From an optimization exercise on the open Yosys and OpenROAD flow, aimed at small area and a short achievable clock period; shortcuts taken in it are not production practice. In this exercise RTL edits were held to simulation tests only and were not proved equivalent to the original. Power and IR drop assume default switching activity.

==> flow/design.v <==
package mmu_pkg;
  typedef logic [31:0] word_t;        
  typedef logic [6:0]  lin_index_t;   
  typedef logic [3:0]  spec_index_t;  
  typedef logic [8:0]  vga_x_t;       
  typedef logic [7:0]  vga_y_t;       
  typedef logic [23:0] color_t;       
  localparam word_t LINEAR_BASE = 32'd16;
  localparam int unsigned LINEAR_WORDS = 128;
  localparam int unsigned SPECIAL_COUNT = 15;
  localparam logic [14:0] VGA_PAGE = 15'd1;
endpackage
`timescale 1ns/100ps
module mmu_top (
  input  logic   clk,
  input  logic   reset,
  input  mmu_pkg::word_t  instr_addr,
  input  mmu_pkg::word_t  data_addr,
  input  mmu_pkg::word_t  data_in,
  input  logic   rd,
  input  logic   wd,
  output mmu_pkg::word_t  instr,
  output mmu_pkg::word_t  data,
  output logic   data_valid,
  output logic   instr_segv,
  output logic   data_segv,
  output mmu_pkg::vga_x_t vga_x,
  output mmu_pkg::vga_y_t vga_y,
  output mmu_pkg::color_t vga_color,
  output logic   vga_plot
);
  logic instr_boot, instr_linear;
  logic data_special, data_linear, data_vga;
  logic [6:0] irow;
  assign instr_boot   = (instr_addr == 32'd0);
  assign instr_linear = (instr_addr[31:8] == 24'd0) &&
                        (instr_addr[7:4] != 4'd0) &&
                        !(instr_addr[7] && (instr_addr[6:4] != 3'd0));
  assign data_special = (data_addr[31:4] == 28'd0) && (data_addr[3:0] != 4'd0);
  assign data_linear  = (data_addr[31:8] == 24'd0) &&
                        (data_addr[7:4] != 4'd0) &&
                        !(data_addr[7] && (data_addr[6:4] != 3'd0));
  assign data_vga     = (data_addr[31:17] == 15'd1);
  assign irow         = {instr_addr[6:5], instr_addr[4] | instr_boot, instr_addr[3:0]};
  logic       instr_fault_q;
  logic       data_segv_q;
  logic       vga_plot_q;
  logic       spec_wr_q;
  logic       rd_go_q;
  logic       rd_spec_q;
  logic [8:0] addr_q;         
  logic [7:0] vga_y_q;
  logic [31:0] wdata_q;       
  logic [15:0] dlo_q;         
  logic [7:0]  rhi_q;         
  logic [7:0]  whi_q;         
  logic [15:0] ilo_q;         
  logic [7:0]  ihi_q;         
  always_ff @(posedge clk) begin
    if (reset) begin
      instr_fault_q <= 1'b0;
      data_segv_q   <= 1'b0;
      vga_plot_q    <= 1'b0;
      spec_wr_q     <= 1'b0;
      rd_go_q       <= 1'b0;
      rd_spec_q     <= 1'b0;
    end else begin
      instr_fault_q <= !(instr_boot || instr_linear);
      data_segv_q   <= (rd || wd) && !(data_special || data_linear || (data_vga && wd));
      vga_plot_q    <= wd && data_vga;
      spec_wr_q     <= wd && data_special;
      rd_go_q       <= rd;
      rd_spec_q     <= rd && data_special;
    end
  end
  always_ff @(posedge clk) begin
    addr_q  <= data_addr[8:0];
    vga_y_q <= data_addr[16:9];
    wdata_q <= data_in;
    for (int l = 0; l < 16; l++) begin
      dlo_q[l] <= (data_addr[3:0] == l[3:0]);
      ilo_q[l] <= (irow[3:0] == l[3:0]);
    end
    for (int h = 0; h < 8; h++) begin
      rhi_q[h] <= !reset && rd && data_linear && (data_addr[6:4] == h[2:0]);
      whi_q[h] <= !reset && wd && data_linear && (data_addr[6:4] == h[2:0]);
      ihi_q[h] <= (reset || instr_boot || instr_linear) && (irow[6:4] == h[2:0]);
    end
  end
  assign instr_segv = instr_fault_q;
  assign data_segv  = data_segv_q;
  assign vga_plot   = vga_plot_q;
  assign vga_x      = addr_q;
  assign vga_y      = vga_y_q;
  assign vga_color  = wdata_q[23:0];
  logic [31:0] mem [128];
  logic [31:0] spec [1:15];
  always_ff @(posedge clk) begin
    for (int w = 0; w < 128; w++)
      if (whi_q[w / 16] && dlo_q[w % 16]) mem[w] <= wdata_q;
  end
  logic [31:0] spec_d;
  assign spec_d = wdata_q & {32{!reset}};
  always_ff @(posedge clk) begin
    for (int s = 1; s < 16; s++)
      if (reset || (spec_wr_q && dlo_q[s])) spec[s] <= spec_d;
  end
  logic [31:0] lin_rd, ins_rd, spec_rd;
  logic [31:0] lin_grp, ins_grp;
  always_comb begin
    lin_rd  = '0;
    ins_rd  = '0;
    for (int h = 0; h < 8; h++) begin
      lin_grp = '0;
      ins_grp = '0;
      for (int l = 0; l < 16; l++) begin
        lin_grp = lin_grp | ({32{dlo_q[l]}} & mem[16 * h + l]);
        ins_grp = ins_grp | ({32{ilo_q[l]}} & mem[16 * h + l]);
      end
      lin_rd = lin_rd | ({32{rhi_q[h]}} & lin_grp);
      ins_rd = ins_rd | ({32{ihi_q[h]}} & ins_grp);
    end
    spec_rd = '0;
    for (int s = 1; s < 16; s++)
      spec_rd = spec_rd | ({32{dlo_q[s]}} & spec[s]);
  end
  logic [31:0] instr_q, data_q;
  logic        data_valid_q;
  always_ff @(posedge clk) begin
    instr_q <= ins_rd & {32{!reset}};
  end
  always_ff @(posedge clk) begin
    if (reset) begin
      data_q       <= 32'd0;
      data_valid_q <= 1'b0;
    end else begin
      data_valid_q <= rd_go_q;
      if (rd_go_q)
        data_q <= lin_rd | ({32{rd_spec_q}} & spec_rd);
    end
  end
  assign instr      = instr_q;
  assign data       = data_q;
  assign data_valid = data_valid_q;
endmodule
==> flow/run.sh <==
#!/bin/bash
# synth_recipe.tcl (not shown) runs the flow's synth.tcl, then flattens the netlist and writes it again
# the make line also repeats each setting of config.mk as NAME=value (left out here)
make -C /OpenROAD-flow-scripts/flow DESIGN_CONFIG=/design/flow/config.mk WORK_HOME=/design/flow/orfs CLKGATE_MAP_FILE= SYNTH_SCRIPT=/design/flow/synth_recipe.tcl finish
==> flow/config.mk <==
export PLATFORM = sky130hd
export DESIGN_NAME = mmu_top
export DESIGN_NICKNAME = mmu_top
export VERILOG_FILES = /design/flow/design.v
export SDC_FILE = /design/flow/constraint.sdc
export NUM_CORES = 4
export LEC_CHECK = 0
export CAP_MARGIN = 40
export CORE_MARGIN = 2
export CORE_UTILIZATION = 55
export PLACE_DENSITY = 0.62
export SLEW_MARGIN = 45
==> flow/constraint.sdc <==
create_clock -name core_clock -period 5.3 [get_ports {clk}]
set_input_delay 1.0600 -clock core_clock [delete_from_list [all_inputs] [get_ports {clk}]]
set_output_delay 1.0600 -clock core_clock [all_outputs]
set_load 0.01 [all_outputs]
==> results of run 1 <==
[cell families after synthesis]
family | count (synthesis) | share of synthesized area
AO/OA/AOI/OAI | 4692 | 0.210
XOR/XNOR | 1 | 0.0000456
buffers and inverters | 1079 | 0.0273
flip-flops | 4752 | 0.733
AND/OR/NAND/NOR | 945 | 0.0296
[critical path, cell delays in order (launching register included)]
cell and delay (ns):
dfxtp_4 0.44, buf_12 0.21, buf_12 0.18, buf_4 0.30, buf_4 0.31, a22o_1 0.25, a221oi_1 0.23, nand4_1 0.47
a22oi_2 0.80, and4_1 0.36, a311oi_1 0.11
[power by group through the flow]
stage | Sequential [mW] | Combinational [mW] | Clock (mW)
floorplan | 42.6 | 1.85 | 0
global placement | 42.7 | 4.44 | 0
detailed placement | 42.7 | 4.61 | 0
CTS | 41.9 | 4.62 | 35.0
global route | 41.8 | 4.96 | 36.5
finish | 41.9 | 5.11 | 35.3
[final cells by class]
class	instances	area [µm²]	share of cell area
Clock inverter	315	3480	0.0158
Multi-Input combinational cell	5638	46700	0.211
Timing Repair Buffer	1030	10800	0.0490
Tap cell	4599	5750	0.0260
Inverter	3	11.3	0.0000509
Antenna cell	174	435	0.00197
Sequential cell	4752	141000	0.639
Clock buffer	579	12600	0.0571
[synthesized netlist by cell type (65+ instances only)]
| library cell | n | area (µm²) |
|---|---|---|
| nor2_1 | 72 | 270 |
| edfxtp_1 | 4576 | 137000 |
| and2_1 | 129 | 807 |
| a221oi_1 | 2015 | 17600 |
| dfxtp_1 | 176 | 3520 |
| buf_1 | 89 | 334 |
| buf_4 | 68 | 510 |
| nand3_1 | 65 | 325 |
| clkbuf_1 | 437 | 1640 |
| a22o_1 | 2016 | 17700 |
| buf_2 | 429 | 2150 |
| a22oi_1 | 513 | 3850 |
| nand4_1 | 513 | 3210 |
[worst min path at each step]
| stage | from | end | slack (ns) | depth (start not counted) |
|---|---|---|---|---|
| 2_1_floorplan | data_q[0]$_SDFFE_PP0P_ | data_q[0]$_SDFFE_PP0P_ | 0.50 | 2 |
| 3_3_place_gp | data_q[23]$_SDFFE_PP0P_ | data_q[23]$_SDFFE_PP0P_ | 0.49 | 2 |
| 3_5_place_dp | data_q[23]$_SDFFE_PP0P_ | data_q[23]$_SDFFE_PP0P_ | 0.48 | 2 |
| 4_1_cts | data_in[17] | wdata_q[17]$_DFF_P_ | 0.42 | 1 |
| 5_1_grt | data_in[16] | wdata_q[16]$_DFF_P_ | 0.45 | 1 |
| 6_report | data_in[17] | wdata_q[17]$_DFF_P_ | 0.43 | 1 |
[through the flow]
stage	worst slack (ns)	instance area, µm²	utilization	setup TNS [ns]
2_1_floorplan	2.06	192000	-	0
3_3_place_gp	-0.143	202000	0.580	-0.143
3_5_place_dp	1.46	204000	0.585	0
4_1_cts	1.44	220000	0.631	0
5_1_grt	1.47	221000	0.633	0
6_report	1.37	221000	0.634	0
[metal layers]
metal | GRT usage | vias to the layer above | share of wire
met4 | 0.418 | 68 | 0.11
met3 | 0.238 | 4850 | 0.19
li1 | - | 52500 | -
met2 | 0.689 | 18300 | 0.39
met5 | 0.0164 | - | 0.0011
met1 | 0.626 | 73700 | 0.31
[state kept, by name (all words and copies together) (netlist names), 8 cells and up]
register  cells
wdata_q      32
vga_y_q       8
whi_q         8
data_q       32
dlo_q        16
mem        4096
rhi_q         8
ilo_q        16
ihi_q         8
addr_q        9
spec        480
instr_q      32
==> qor.yml, run 1 <==
status: "finished clean"
worstPathRequired_ns: 6.19
antenna_found_initial: 118
worstReg2RegEnd: "data_q[31]$_SDFFE_PP0P_"
cp_max_fo: 17
rrSetupSlack_ns: 1.37
dr_total_vias: 149000
reg2reg_depth: 10
die_w_um: 595
clk_latency_ns: 1.09
synth_nets: 11600
cts_sinks: 4752
syn_area_per_cell_um2: 16.8
async_reset_ff_frac: 0
grt_setup_unrepaired: "no"
synth_edf_count: 4576
final_cell_mix: "edfxtp_1 (4576), a22o_1 (2016), a221oi_1 (2015)"
ys_types: 41
finalNetCount: 12000
coreArea_mm2: 0.349
h-tree-depth: 5
synth_warnings: 3
max_freq_mhz: 254
clock_skew_ns: 0.0721
yosysSeqAreaShare: 0.733
reg2reg_from: "dlo_q[3]$_DFF_P_"
grt_pass1_vias: 137000
dp.cells: 16000
ys.flop_type: "edfxtp_1"
cp.arrival_ns: 4.82
grt_start_max_net_pins: 86
area_growth_pct: 15.0
n_fill_cell: 24600
netlist_area_mm2: 0.192
worst_setup_path_start_kind: "flip-flop"
drc: 0
syn_inst: 11500
hpwlAfterDp_um: 566000
power_frac_clock: 0.429
cp-end-kind: "flip-flop"
p_sw_mw: 19.4
die-area_mm2: 0.354
synth-seq-cells: 4752
maxCapViolations: 0
finalSetupViolCount: 0
vdd_drop_max_v: 0.000367
port-buffer-count: 208
critical_path_class: "reg -> reg"
whs_ns: 0.433
cts_made_buffers: 474
hold_violations: 0
dieHeight_um: 595
fin_crit_ns: 3.93
start_util: 0.551
pwr-share-seq: 0.509
wl_per_cell_um: 54.4
cp-startpoint: "dlo_q[3]$_DFF_P_"
postCtsSetupRepairBufs: 0
tightest_slew_ns: 1.10
drt-pass1-iter-count: 8
clk_path_buf_depth: 4
drtAntennaViolNets: 0
slew-limit-headroom: 0.268
drv_slew: 0
leakagePower_nw: 69.4
drt-initial-drc-count: 34100
hold_buffers: 0
totalWireLength_um: 930000
cts_resized: 0
pwr-share-comb: 0.062
routabilityCongestion: 1.05
vias_per_cell: 8.74
overflow: 0
final_common_cell: "edfxtp_1"
final_cells: 17100
drive_gt1_frac: 0.153
grt_pass1_wl_um: 1230000
hold_path_class: "in -> reg"
grt_usage: 0.512
pin_count: 209
total_power_mw: 82.3
row_count: 217
endpoint: "data_q[31]$_SDFFE_PP0P_"
post-route-period-util: 0.742
internal_power_mw: 62.8
cts_tree: "done"
clk_pin_slew_ns: 0.06
power_density_mw_per_mm2: 372
cts_root_buf: "clkbuf_16"
swShare: 0.236
==> inputs of run 2 (changes only) <==
--- a/flow/design.v
+++ b/flow/design.v
@@ -53,2 +53,3 @@
   logic [31:0] wdata_q;       
+  logic [23:0] color_q;       
   logic [15:0] dlo_q;         
@@ -56,3 +57,5 @@
   logic [7:0]  whi_q;         
+  logic [15:0] rlo_q;         
   logic [15:0] ilo_q;         
+  logic [15:0] jlo_q;         
   logic [7:0]  ihi_q;         
@@ -78,6 +81,9 @@
     vga_y_q <= data_addr[16:9];
-    wdata_q <= data_in;
+    wdata_q <= data_in & {32{wd}};
+    color_q <= data_in[23:0];
     for (int l = 0; l < 16; l++) begin
       dlo_q[l] <= (data_addr[3:0] == l[3:0]);
+      rlo_q[l] <= rd && (data_addr[3:0] == l[3:0]);
       ilo_q[l] <= (irow[3:0] == l[3:0]);
+      jlo_q[l] <= (reset || instr_boot || instr_linear) && (irow[3:0] == l[3:0]);
     end
@@ -94,3 +100,3 @@
   assign vga_y      = vga_y_q;
-  assign vga_color  = wdata_q[23:0];
+  assign vga_color  = color_q;
   logic [31:0] mem [128];
@@ -116,4 +122,4 @@
       for (int l = 0; l < 16; l++) begin
-        lin_grp = lin_grp | ({32{dlo_q[l]}} & mem[16 * h + l]);
-        ins_grp = ins_grp | ({32{ilo_q[l]}} & mem[16 * h + l]);
+        lin_grp = lin_grp | ({{16{dlo_q[l]}}, {16{rlo_q[l]}}} & mem[16 * h + l]);
+        ins_grp = ins_grp | ({{16{jlo_q[l]}}, {16{ilo_q[l]}}} & mem[16 * h + l]);
       end
--- a/flow/config.mk
+++ b/flow/config.mk
@@ -10,3 +10,6 @@
 export CORE_UTILIZATION = 55
+export CTS_CLUSTER_DIAMETER = 100
+export CTS_CLUSTER_SIZE = 24
 export PLACE_DENSITY = 0.62
+export SETUP_SLACK_MARGIN = 2.4
 export SLEW_MARGIN = 45
==> run 2 against run 1 <==
Compared with the run above:
- clock power is 42% lower
- clock-buffer cell count is 189 lower
- critical path depth is 4 lower
- still clean
- total power is 18% lower
- cell count is 3.9% lower
==> qor.yml, run 2 <==
grt_util_met1: 0.591
yosys.cell_count.top_type: "edfxtp_1"
totalWireLength_um: 861000
grt_pass1_vias: 135000
slew-limit-headroom: 0.385
met3_usage: 0.154
final_cells: 16400
ys.flop_type: "edfxtp_1"
largest_reg_flops: 4096
final_area_mm2: 0.211
crit_chain: "buf_4 -> a221oi_1 -> nand4_1 -> a22oi_1 -> and4_1 -> a31oi_1"
clk_path_buf_depth: 4
post-place-ws_ns: 1.64
h-tree-depth: 4
vias_per_cell: 8.78
synthTopCellsByCount: "edfxtp_1 (4576), a221oi_1 (2016), a22o_1 (2016), clkbuf_1 (618), nand4_1 (513)"
hold_violations: 0
dr_total_vias: 144000
cp_top_family: "compound AO/OA/AOI/OAI gates"
die-area_mm2: 0.355
drtAntennaViolNets: 0
syn_inst: 11600
wl_per_cell_um: 52.4
cts_root_buf: "clkbuf_16"
finalWorstSetupSlack_ns: 2.23
drv_slew: 0
hold_path_class: "in -> reg"
start_util: 0.552
synth_edf_count: 4576
use_met2: 0.665
reg2reg_from: "rlo_q[8]$_DFF_P_"
dp.cells: 15900
grt_start_max_net_pins: 110
synth_nets: 11700
drt-initial-drc-count: 33100
setup-tns-final_ns: 0
pin_count: 209
drt-pass1-iter-count: 8
whs_ns: 0.490
routabilityCongestion: 0.991
final_cell_mix: "edfxtp_1 (4576), a22o_1 (2016), a221oi_1 (2014)"
clk_pin_slew_ns: 0.10
coreArea_mm2: 0.349
leakagePower_nw: 60.6
grt_usage: 0.468
cpPeakStageDelay_ns: 0.64
place_area_mm2: 0.203
grt_pass1_wl_um: 1140000
ys_types: 41
n_fill_cell: 25500
top_register: "mem"
finalSetupViolCount: 0
cts_made_buffers: 222
clock_skew_ns: 0.0514
synth_top_cell_by_area: "edfxtp_1"
fin_crit_ns: 3.07
worstPathRequired_ns: 6.22
area_growth_pct: 9.56
critPathBufInv: 1
cp-end-kind: "flip-flop"
max_freq_mhz: 325
post-route-util: 0.605
hpwlAfterDp_um: 496000
status: "finished clean"
post-route-period-util: 0.580
synth-seq-cells: 4808
hold_buffers: 0
cp_max_fo: 23
die_w_um: 596
row_count: 217
top_usage_layer: "met2"
finalNetCount: 11700
grt_setup_unrepaired: "yes"
total_power_mw: 67.1
power_density_mw_per_mm2: 318
cp.arrival_ns: 3.99
maxCapViolations: 0
dieHeight_um: 596
clk_latency_ns: 1.07
vdd_drop_max_v: 0.000324
cp-startpoint: "rlo_q[8]$_DFF_P_"
synth_area_leaders: "edfxtp_1 (71%), a221oi_1 (9.2%), a22o_1 (9.2%), dfxtp_1 (2.4%), a22oi_1 (2.0%)"
overflow: 0
critical_path_class: "reg -> reg"
cts_sinks: 4808
worstHoldStart: "data_in[13]"
synth_warnings: 3
final_common_cell: "edfxtp_1"
cts_tree: "done"
tightest_slew_ns: 0.922
antenna_found_initial: 53
drive_gt1_frac: 0.110
cpMaxStageDelayCell: "a22oi_1"
syn_area_per_cell_um2: 16.6
drc: 0
async_reset_ff_frac: 0
netlist_area_mm2: 0.193
port-buffer-count: 208
reg.largest.list: "mem: 4096 flops, spec: 480 flops"
synth_top_area_frac: 0.713
worst_setup_path_start_kind: "flip-flop"
yosysSeqAreaShare: 0.737
run 2: worst register-to-register path, stage by stage (launching register included):
cell	delay [ns]
dfxtp_4	0.54
buf_4	0.40
a221oi_1	0.37
nand4_1	0.41
a22oi_1	0.64
and4_1	0.48
a31oi_1	0.12
run 2: what timing repair did:
action	CTS	global route
setup endpoints to repair	456	97
setup buffers	8	36
cloned	1	1
resized for setup	242	44
pin swaps	10	31
run 2: cells by family after synthesis:
group           synth area share
flops                      0.737
xor+xnor               0.0000454
compound gates             0.210
simple gates              0.0310
buf+inv                   0.0222
run 2: area by class of cell:
type	instances	area, µm²	area share
Antenna cell	57	143	0.000675
Clock buffer	390	6220	0.0294
Clock inverter	14	239	0.00113
Inverter	2	7.51	0.0000355
Multi-Input combinational cell	5714	47300	0.224
Sequential cell	4808	143000	0.675
Tap cell	4599	5750	0.0272
Timing Repair Buffer	840	9060	0.0429
run 2: worst paths after layout:
check | endpoint | slack (ns) | cells after the start
max | data_q[5]$_SDFFE_PP0P_ | 2.23 | 6
min | color_q[13]$_DFF_P_ | 0.49 | 1
max reg2reg | data_q[5]$_SDFFE_PP0P_ | 2.23 | 6
min reg2reg | mem[59][25]$_DFFE_PP_ | 0.50 | 0
run 2: power breakdown:
group | internal, mW | leakage (nW) | switching (mW)
clock | 8.17 | 3.06 | 12.2
sequential | 41.7 | 39.2 | 0.461
combinational | 1.37 | 18.4 | 3.16
total | 51.3 | 60.6 | 15.9
run 2: routing by layer:
layer / vias up / part of all wire
li1: 51500 / -
met1: 71100 / 0.31
met2: 16900 / 0.41
met3: 4595 / 0.17
met4: 26 / 0.11
met5: - / 0.00019
==> inputs of run 3 (changes only) <==
--- a/flow/design.v
+++ b/flow/design.v
@@ -54,9 +54,7 @@
   logic [23:0] color_q;       
-  logic [15:0] dlo_q;         
-  logic [7:0]  rhi_q;         
-  logic [7:0]  whi_q;         
-  logic [15:0] rlo_q;         
-  logic [15:0] ilo_q;         
-  logic [15:0] jlo_q;         
-  logic [7:0]  ihi_q;         
+  logic        lin_wr_q;
+  logic        rd_lin_q;
+  logic [127:0] dsel_q;       
+  logic [127:0] isel_q;       
+  logic [15:1]  ssel_q;       
   always_ff @(posedge clk) begin
@@ -69,2 +67,4 @@
       rd_spec_q     <= 1'b0;
+      lin_wr_q      <= 1'b0;
+      rd_lin_q      <= 1'b0;
     end else begin
@@ -76,2 +76,4 @@
       rd_spec_q     <= rd && data_special;
+      lin_wr_q      <= wd && data_linear;
+      rd_lin_q      <= rd && data_linear;
     end
@@ -83,13 +85,8 @@
     color_q <= data_in[23:0];
-    for (int l = 0; l < 16; l++) begin
-      dlo_q[l] <= (data_addr[3:0] == l[3:0]);
-      rlo_q[l] <= rd && (data_addr[3:0] == l[3:0]);
-      ilo_q[l] <= (irow[3:0] == l[3:0]);
-      jlo_q[l] <= (reset || instr_boot || instr_linear) && (irow[3:0] == l[3:0]);
+    for (int w = 0; w < 128; w++) begin
+      dsel_q[w] <= (data_addr[6:0] == w[6:0]);
+      isel_q[w] <= (reset || instr_boot || instr_linear) && (irow == w[6:0]);
     end
-    for (int h = 0; h < 8; h++) begin
-      rhi_q[h] <= !reset && rd && data_linear && (data_addr[6:4] == h[2:0]);
-      whi_q[h] <= !reset && wd && data_linear && (data_addr[6:4] == h[2:0]);
-      ihi_q[h] <= (reset || instr_boot || instr_linear) && (irow[6:4] == h[2:0]);
-    end
+    for (int s = 1; s < 16; s++)
+      ssel_q[s] <= (data_addr[3:0] == s[3:0]);
   end
@@ -105,3 +102,3 @@
     for (int w = 0; w < 128; w++)
-      if (whi_q[w / 16] && dlo_q[w % 16]) mem[w] <= wdata_q;
+      if (lin_wr_q && dsel_q[w]) mem[w] <= wdata_q;
   end
@@ -111,6 +108,5 @@
     for (int s = 1; s < 16; s++)
-      if (reset || (spec_wr_q && dlo_q[s])) spec[s] <= spec_d;
+      if (reset || (spec_wr_q && ssel_q[s])) spec[s] <= spec_d;
   end
   logic [31:0] lin_rd, ins_rd, spec_rd;
-  logic [31:0] lin_grp, ins_grp;
   always_comb begin
@@ -118,11 +114,5 @@
     ins_rd  = '0;
-    for (int h = 0; h < 8; h++) begin
-      lin_grp = '0;
-      ins_grp = '0;
-      for (int l = 0; l < 16; l++) begin
-        lin_grp = lin_grp | ({{16{dlo_q[l]}}, {16{rlo_q[l]}}} & mem[16 * h + l]);
-        ins_grp = ins_grp | ({{16{jlo_q[l]}}, {16{ilo_q[l]}}} & mem[16 * h + l]);
-      end
-      lin_rd = lin_rd | ({32{rhi_q[h]}} & lin_grp);
-      ins_rd = ins_rd | ({32{ihi_q[h]}} & ins_grp);
+    for (int w = 0; w < 128; w++) begin
+      lin_rd = lin_rd | ({32{dsel_q[w]}} & mem[w]);
+      ins_rd = ins_rd | ({32{isel_q[w]}} & mem[w]);
     end
@@ -130,3 +120,3 @@
     for (int s = 1; s < 16; s++)
-      spec_rd = spec_rd | ({32{dlo_q[s]}} & spec[s]);
+      spec_rd = spec_rd | ({32{ssel_q[s]}} & spec[s]);
   end
@@ -144,3 +134,3 @@
       if (rd_go_q)
-        data_q <= lin_rd | ({32{rd_spec_q}} & spec_rd);
+        data_q <= ({32{rd_lin_q}} & lin_rd) | ({32{rd_spec_q}} & spec_rd);
     end
--- a/flow/config.mk
+++ b/flow/config.mk
@@ -10,4 +10,2 @@
 export CORE_UTILIZATION = 55
-export CTS_CLUSTER_DIAMETER = 100
-export CTS_CLUSTER_SIZE = 24
 export PLACE_DENSITY = 0.62
==> run 3 against run 2 <==
Compared with the run above:
- the flow now stops in global routing
- synthesized cell count increased by 4.7%
- synthesized area grew 1.3%
==> qor.yml, run 3 <==
grt_pass1_wl_um: 2280000
die_w_um: 600
row_count: 218
status: "did not finish"
routabilityCongestion: 1.27
yosys.cell_count.top_type: "edfxtp_1"
async_reset_ff_frac: 0
h-tree-depth: 6
port-buffer-count: 208
ys.flop_type: "edfxtp_1"
hold_buffers: 0
grt_usage: 0.963
synth_top_cell_by_area: "edfxtp_1"
synth-seq-cells: 4993
pin_count: 209
post-place-ws_ns: 1.34
synth_top_area_frac: 0.704
yosysSeqAreaShare: 0.746
place_area_mm2: 0.213
ys_types: 33
cts_root_buf: "clkbuf_16"
synth_nets: 12200
netlist_area_mm2: 0.195
dp.cells: 17100
synth_area_leaders: "edfxtp_1 (70%), a22oi_1 (6.5%), a221oi_1 (5.7%), a22o_1 (5.7%), dfxtp_1 (4.3%)"
cts_sinks: 4993
clk_path_buf_depth: 4
synth_edf_count: 4576
syn_area_per_cell_um2: 16.1
synth_warnings: 3
hpwlAfterDp_um: 1070000
dieHeight_um: 600
stop_error: "[ERROR GRT-0116] Global routing finished with congestion. Check the congestion regions in the DRC Viewer."
synthTopCellsByCount: "edfxtp_1 (4576), a22oi_1 (1693), a221oi_1 (1266), a22o_1 (1266), clkbuf_1 (964)"
grt_pass1_vias: 201000
overflow: 7996
syn_inst: 12100
start_util: 0.553
grt_start_max_net_pins: 129
cts_made_buffers: 526
lastStage: "global routing"
==> run 3: cell count changes after synthesis, sizes merged, moves of 33 or more <==
cell    change
clkbuf    +346
nand3     +191
buf       -382
nand2     +109
and3       -33
a22oi    +1181
a221oi    -750
and4       -33
dfxtp     +185
nor4      +191
a22o      -750
nor2      +192
nand4     +112
==> run 3: kinds of logic after synthesis <==
| logic type | after synthesis | synth area share |
|---|---|---|
| buffers and inverters | 1049 | 0.0202 |
| XOR/XNOR | 1 | 0.0000448 |
| flip-flops | 4993 | 0.746 |
| AO/OA/AOI/OAI | 4388 | 0.186 |
| AND/OR/NAND/NOR | 1697 | 0.0478 |
==> run 3: layer usage <==
metal,global-route usage,GRT overflow
met1,0.959,1426
met2,1.01,3101
met3,0.927,1397
met4,0.951,1842
met5,0.860,230
==> run 3: power by group through the flow <==
stage          registers [mW]  logic (mW)  clock network, mW
2_1_floorplan            44.6       0.743                  0
3_3_place_gp             44.6        1.91                  0
3_5_place_dp             44.5        2.05                  0
4_1_cts                  43.7        2.04               37.9
==> run 3: how the worst min path moves through the flow <==
stage,start,end,slack (ns),cells after the start
floorplan,data_q[0]$_SDFFE_PP0P_,data_q[0]$_SDFFE_PP0P_,0.55,1
global placement,data_q[9]$_SDFFE_PP0P_,data_q[9]$_SDFFE_PP0P_,0.51,1
detailed placement,data_q[28]$_SDFFE_PP0P_,data_q[28]$_SDFFE_PP0P_,0.51,1
CTS,data_in[10],color_q[10]$_DFF_P_,0.42,1
==> run 3: timing repair <==
action,CTS
setup buffers,3
endpoints found under the setup margin,253
cloned,1
resized for setup,165
endpoints found under the hold margin,0
==> run 3: metrics by stage <==
step	power, mW	hold slack [ns]
floorplan	45.3	0.553
global placement	46.5	0.510
detailed placement	46.6	0.507
CTS	83.6	0.419

==> separate check: timing with driven ports <==
Ports are ideal in the flow. The routed layouts listed here were re-timed in OpenROAD.
Step 1 sets driving cells, clkbuf_16 on the clock port and buf_2 on the other inputs (assumed; they add their load-dependent delay and slew).
Step 2 adds t to the input delays and takes it off the output delays; t is the mean of the earliest and latest rising clock arrival at the registers after step 1. Input paths then give back, and output paths get back, about the clock's delay inside the block.
Three values: ideal, step 1, step 2; two values: the first two.
run	shift t [ns]	slack for setup (ns)	clock arrival spread, ns
run 1	1.176	1.369 / 1.345 / 1.369	0.078 / 0.077
run 2	1.155	2.228 / 2.228 / 1.535	0.055 / 0.054
After both steps setup and hold are still met in every run listed. The setup slack of run 2, which loses most, moves by 0.000 ns with the drivers and by -0.693 ns with both steps.
